From an optimization exercise on the open Yosys and OpenROAD flow, aimed at small area, a short achievable clock period and few clock cycles; shortcuts taken in it are not production practice. Function was checked by simulation only, so behaviour that the tests miss may differ from the original. Power and IR drop assume default switching activity.

### config.mk
export PLATFORM = sky130hd
export DESIGN_NAME = memory_unit
export DESIGN_NICKNAME = memory_unit
export VERILOG_FILES = /design/flow/design.v
export SDC_FILE = /design/flow/constraint.sdc
export NUM_CORES = 4
export LEC_CHECK = 0
export CAP_MARGIN = 20
export CORE_MARGIN = 2
export CORE_UTILIZATION = 40
export SLEW_MARGIN = 20
### constraint.sdc
create_clock -name core_clock -period 5.0 [get_ports {clk}]
set_input_delay 1.0000 -clock core_clock [delete_from_list [all_inputs] [get_ports {clk}]]
set_output_delay 1.0000 -clock core_clock [all_outputs]
set_load 0.01 [all_outputs]
### design.v
module memory_unit #(
  parameter int unsigned ADDR_WIDTH = 8,
  parameter int unsigned DATA_WIDTH = 16,
  parameter int unsigned LATENCY    = 2
) (
  input  logic                  clk,
  input  logic                  rst_n,
  input  logic                  mem_block,
  input  logic                  mem_mode,
  input  logic [15:0]           mem_locator,
  input  logic [DATA_WIDTH-1:0] mem_write,
  output logic [DATA_WIDTH-1:0] mem_read,
  output logic                  mem_response,
  input  logic                  load_en,
  input  logic [ADDR_WIDTH-1:0] load_addr,
  input  logic [DATA_WIDTH-1:0] load_data,
  output logic                  busy,
  output logic                  addr_fault
);
  localparam int unsigned Depth = 2 ** ADDR_WIDTH;
  typedef enum logic [1:0] {StIdle, StWait, StResp} state_e;
  state_e                state_q, state_d;
  logic [3:0]            cnt_q, cnt_d;
  logic                  block_q;
  logic                  pending_q, pending_d;
  logic [ADDR_WIDTH-1:0] addr_q;
  logic                  mode_q;
  logic                  oor_q;
  logic [DATA_WIDTH-1:0] wdata_q;
  logic                  accept;
  logic                  do_access;
  logic                  locator_oor;
  logic [DATA_WIDTH-1:0] mem_q [Depth];
  assign locator_oor = (mem_locator >> ADDR_WIDTH) != '0;
  assign pending_d = (mem_block & ~block_q) | (pending_q & ~accept);
  always_comb begin
    state_d   = state_q;
    cnt_d     = cnt_q;
    accept    = 1'b0;
    do_access = 1'b0;
    case (state_q)
      StIdle: begin
        if (pending_q && !load_en) begin
          accept  = 1'b1;
          cnt_d   = 4'(LATENCY - 1);
          state_d = StWait;
        end
      end
      StWait: begin
        if (cnt_q == 4'd0) begin
          do_access = 1'b1;
          state_d   = StResp;
        end else begin
          cnt_d = cnt_q - 4'd1;
        end
      end
      StResp: begin
        state_d = StIdle;
      end
      default: begin
        state_d = StIdle;
      end
    endcase
  end
  always_ff @(posedge clk or negedge rst_n) begin
    if (!rst_n) begin
      state_q      <= StIdle;
      cnt_q        <= '0;
      block_q      <= 1'b0;
      pending_q    <= 1'b0;
      addr_q       <= '0;
      mode_q       <= 1'b0;
      oor_q        <= 1'b0;
      wdata_q      <= '0;
      mem_read     <= '0;
      mem_response <= 1'b0;
      busy         <= 1'b0;
      addr_fault   <= 1'b0;
    end else begin
      state_q   <= state_d;
      cnt_q     <= cnt_d;
      block_q   <= mem_block;
      pending_q <= pending_d;
      if (accept) begin
        addr_q  <= mem_locator[ADDR_WIDTH-1:0];
        mode_q  <= mem_mode;
        oor_q   <= locator_oor;
        wdata_q <= mem_write;
      end
      if (do_access) begin
        if (!mode_q) begin
          mem_read <= oor_q ? '0 : mem_q[addr_q];
        end
        if (oor_q) begin
          addr_fault <= 1'b1;
        end
      end
      mem_response <= do_access;
      busy         <= (state_d != StIdle);
    end
  end
  always_ff @(posedge clk) begin
    if (do_access && mode_q && !oor_q) begin
      mem_q[addr_q] <= wdata_q;
    end else if ((state_q == StIdle) && load_en) begin
      mem_q[load_addr] <= load_data;
    end
  end
endmodule
### run.sh
#!/bin/bash
# synth_recipe.tcl (not shown) runs the flow's synth.tcl, then flattens the netlist and writes it again
# the make line also repeats each setting of config.mk as NAME=value (left out here)
make -C /OpenROAD-flow-scripts/flow DESIGN_CONFIG=/design/flow/config.mk WORK_HOME=/design/flow/orfs CLKGATE_MAP_FILE= SYNTH_SCRIPT=/design/flow/synth_recipe.tcl finish
==> impl_metrics.env <==
export IMPL_drc_errors=0
export IMPL_r2r_end="mem_q[11][5]"
export IMPL_io_pins=80
export IMPL_antenna_found_initial=21
export IMPL_outcome="timing/DRC/antenna clean"
export IMPL_synth_fp_nets=7272
export IMPL_nets=7969
export IMPL_power_density_mw_per_mm2=592
export IMPL_clk_latency_ps=1020
export IMPL_initial_utilization_pct=40.2
export IMPL_timing_hold_worst_start="block_q"
export IMPL_rows=232
export IMPL_syn_cell_area_mm2=0.160
export IMPL_cap_violations=0
export IMPL_cts_resized=0
export IMPL_die_area_mm2=0.406
export IMPL_hold_depth=1
export IMPL_synthFlopType="edfxtp_1"
export IMPL_period_needed_ps=4690
export IMPL_synth_fa_ha_area_share_pct=0.0156
export IMPL_post_cts_buffers=0
export IMPL_synthMuxAreaShare_pct=16.4
export IMPL_grt_pass1_wl_um=615000
export IMPL_grt_max_degree=138
export IMPL_hold_buffers=1
export IMPL_finalCritPeriodShare_pct=93.8
export IMPL_core_area_mm2=0.399
export IMPL_synth_xor_area_share_pct=0.0109
export IMPL_holdPathEnd="pending_q"
export IMPL_tightest_slew_ps=1240
export IMPL_rsz0062_at_grt="false"
export IMPL_cts_root_buf="clkbuf_16"
export IMPL_grt_pass1_vias=78600
export IMPL_synth_warnings=1
export IMPL_layout_setup_ws_ps=312
export IMPL_syn_avg_cell_area_um2=22.2
export IMPL_syn_to_final_growth_pct=15.2
export IMPL_firstDrtPassIters=8
export IMPL_synth_distinct_cells=62
export IMPL_cts_buffers=420
export IMPL_wirelength_um=439000
export IMPL_synth_top_family_by_area="multiplexers"
export IMPL_timing_rr_start="cnt_q[0]"
export IMPL_startpoint="cnt_q[0]"
export IMPL_hold_viol_final=0
export IMPL_synth_compound_area_share_pct=2.28
export IMPL_port_buffers=79
export IMPL_ys_seq_elements=4149
export IMPL_clock_sinks=4149
export IMPL_setup_viol=0
export IMPL_fin_worst_skew_ps=107
export IMPL_r2r_cells=8
export IMPL_grt_usage_pct=21.3
export IMPL_cts_tree="done"
export IMPL_regToRegSetupSlack_ps=310
export IMPL_async_reset_ff_share_pct=1.28
export IMPL_stdcell_area_mm2=0.185
export IMPL_crit_path_end_kind="flip-flop"
export IMPL_hold_ws_ps=426
export IMPL_cp_required_ps=5640
export IMPL_fp_dieH_um=637
export IMPL_hp_class="reg2reg"
export IMPL_synth_edf_count=4096
export IMPL_place_ws_ps=176
export IMPL_seq_area_frac_synth_pct=77.6
export IMPL_h_tree_depth=5
export IMPL_maxSlewViolCount=0
export IMPL_cp_max_fo=18
export IMPL_fmax_ghz=0.213
export IMPL_vdd_drop_max_v=0.000595
export IMPL_grt_ovfl_total=0
export IMPL_fin_util_pct=46.3
export IMPL_slew_headroom_pct=17.0
export IMPL_dpl_hpwl_um=277000
export IMPL_tns_ps=0
export IMPL_clkTransAtPathRegs_ps=60
export IMPL_routed_via_density=5.85
export IMPL_gp_congestion=0.900
export IMPL_postRouteAntennaNets=0
export IMPL_die_w_um=637
export IMPL_critPathKind="reg2reg"
export IMPL_startpoint_type="flip-flop"
export IMPL_place_area_mm2=0.171
export IMPL_cp_arrival_ps=5330
export IMPL_netlist_instances=7209
export IMPL_p_leak_nw=57.9
export IMPL_drive_gt1_share_pct=28.8
export IMPL_routedWlPerCell_um=32.4
export IMPL_vias=79200
export IMPL_drt_iter0_drc=10400
export IMPL_synth_simple_area_share_pct=2.02
export IMPL_cts_buffer_depth=4
## metal layers
metal  vias to the layer above  wire length, µm  global-route usage, %
met5                         -               81                      0
met4                        12            19500                   8.53
met3                       723            36800                   3.67
met2                      3839           208000                   33.8
met1                     42800           174000                   29.3
li1                      31800                -                      -
## through the flow
stage          total power, mW  std cells
6_report                   109      13500
3_5_place_dp              79.0      12700
3_3_place_gp              78.4      12700
2_1_floorplan             65.4       7209
4_1_cts                    110      13500
5_1_grt                    112      13500
## state kept, by name (all words and copies together) (netlist names)
name and cells:
addr_q 8, oor_q 1, pending_q 1, wdata_q 16, block_q 1, mem_response 1, addr_fault 1, mem_read 16
state_q 2, busy 1, mem_q 4096, mode_q 1, cnt_q 4
## layout by cell type (no fill, tap or decap), types with 36 or more instances in the layout
| cell type | count |
|---|---|
| nor2_2 | 68 |
| mux2i_1 | 304 |
| clkdlybuf4s50_1 | 78 |
| buf_4 | 535 |
| dfrtp_1 | 47 |
| nand2_1 | 261 |
| clkbuf_16 | 423 |
| a21oi_1 | 116 |
| nor2_1 | 227 |
| bufinv_16 | 43 |
| mux4_2 | 1006 |
| edfxtp_1 | 4096 |
| clkinv_1 | 98 |
| buf_12 | 72 |
| a22oi_1 | 93 |
| clkinv_2 | 91 |
| o221ai_1 | 45 |
| o21ai_0 | 64 |
| o22ai_1 | 42 |
| a211oi_1 | 36 |
| nand3_1 | 54 |
| clkbuf_1 | 73 |
## cell usage after synthesis, types with 13 or more instances
cell type | instances | area, µm²
a21oi_1 | 116 | 581
buf_1 | 32 | 120
nor2_1 | 297 | 1110
nor2b_1 | 21 | 131
o211ai_1 | 13 | 97.6
a211oi_1 | 36 | 270
nand2b_1 | 14 | 87.6
mux2i_1 | 304 | 3040
a22oi_1 | 93 | 698
a211o_1 | 13 | 114
mux2_2 | 31 | 349
mux4_2 | 1006 | 22700
edfxtp_1 | 4096 | 123000
a221oi_1 | 25 | 219
and2_1 | 14 | 87.6
clkbuf_1 | 133 | 499
buf_12 | 19 | 380
nor3_1 | 17 | 85.1
buf_6 | 51 | 574
dfrtp_1 | 53 | 1330
buf_2 | 118 | 591
nand2_1 | 278 | 1040
o21ai_0 | 64 | 320
o22ai_1 | 42 | 263
nand3_1 | 70 | 350
a31oi_1 | 18 | 113
buf_4 | 34 | 255
o221ai_1 | 45 | 394
buf_8 | 23 | 345
## worst max-delay path, cell delays in order (launching register included)
cell and delay (ps):
dfrtp_1 410, inv_1 100, ha_1 140, or3b_2 540, nor2_1 590, a31o_2 590, nand3_2 840, nor2_1 760
buf_4 340
## cells by family after synthesis
| logic type | after synthesis |
|---|---|
| XOR/XNOR | 2 |
| buffers and inverters | 419 |
| AND/OR/NAND/NOR | 759 |
| adder cells (fa/ha/maj) | 2 |
| flip-flops | 4149 |
| multiplexers | 1349 |
| AO/OA/AOI/OAI | 529 |
## worst max-delay path by stage
stage                        end  slack [ps]  cells past startpoint
floorplan            mem_q[0][0]        -640                      5
global placement    mem_q[11][8]         320                      8
detailed placement  mem_q[11][8]         180                      6
CTS                 mem_q[11][5]         380                      8
global route        mem_read[10]         260                      9
finish              mem_q[11][5]         310                      8
## final cells by class
cell class	count	area [µm²]
Inverter	8	31.3
Timing Repair Buffer	686	6250
Clock buffer	499	10900
Clock inverter	273	2770
Multi-Input combinational cell	2641	33700
Sequential cell	4149	124000
Antenna cell	11	27.5
Fill cell	32500	215000
Tap cell	5265	6590
## where the power goes
group	switching [mW]	internal (mW)	total, mW
Combinational	22.1	11.4	33.4
Sequential	0.546	44.1	44.6
Clock	13.4	17.8	31.2
Testbench counts, summed over its fixed seeds: cycles 110,140.

static timing again, ports no longer ideal:
The flow's constraints put no driver on any port. The routed layout listed below was extracted and timed again, unchanged, in two steps.
Step 1, drivers: a clkbuf_16 drives clk and a buf_2 each remaining input, both assumed.
Step 2 times the ports against the registers' clock, not the clock port: input delays grow and output delays shrink by t, the midpoint of the rising clock arrivals with the driver on.
Three values: no drivers, after step 1, after step 2; two values: the first two.
t, ns: 1.062
setup slack, ns: 0.312 / 0.312 / 0.132
worst hold slack (ns): 0.426 / 0.404 / 0.426
worst register clock-pin slew, ns: 0.07 / 0.07
After both steps this run still meets setup and hold. The setup slack of this run moves by 0.000 ns with the drivers and by -0.180 ns with both steps.
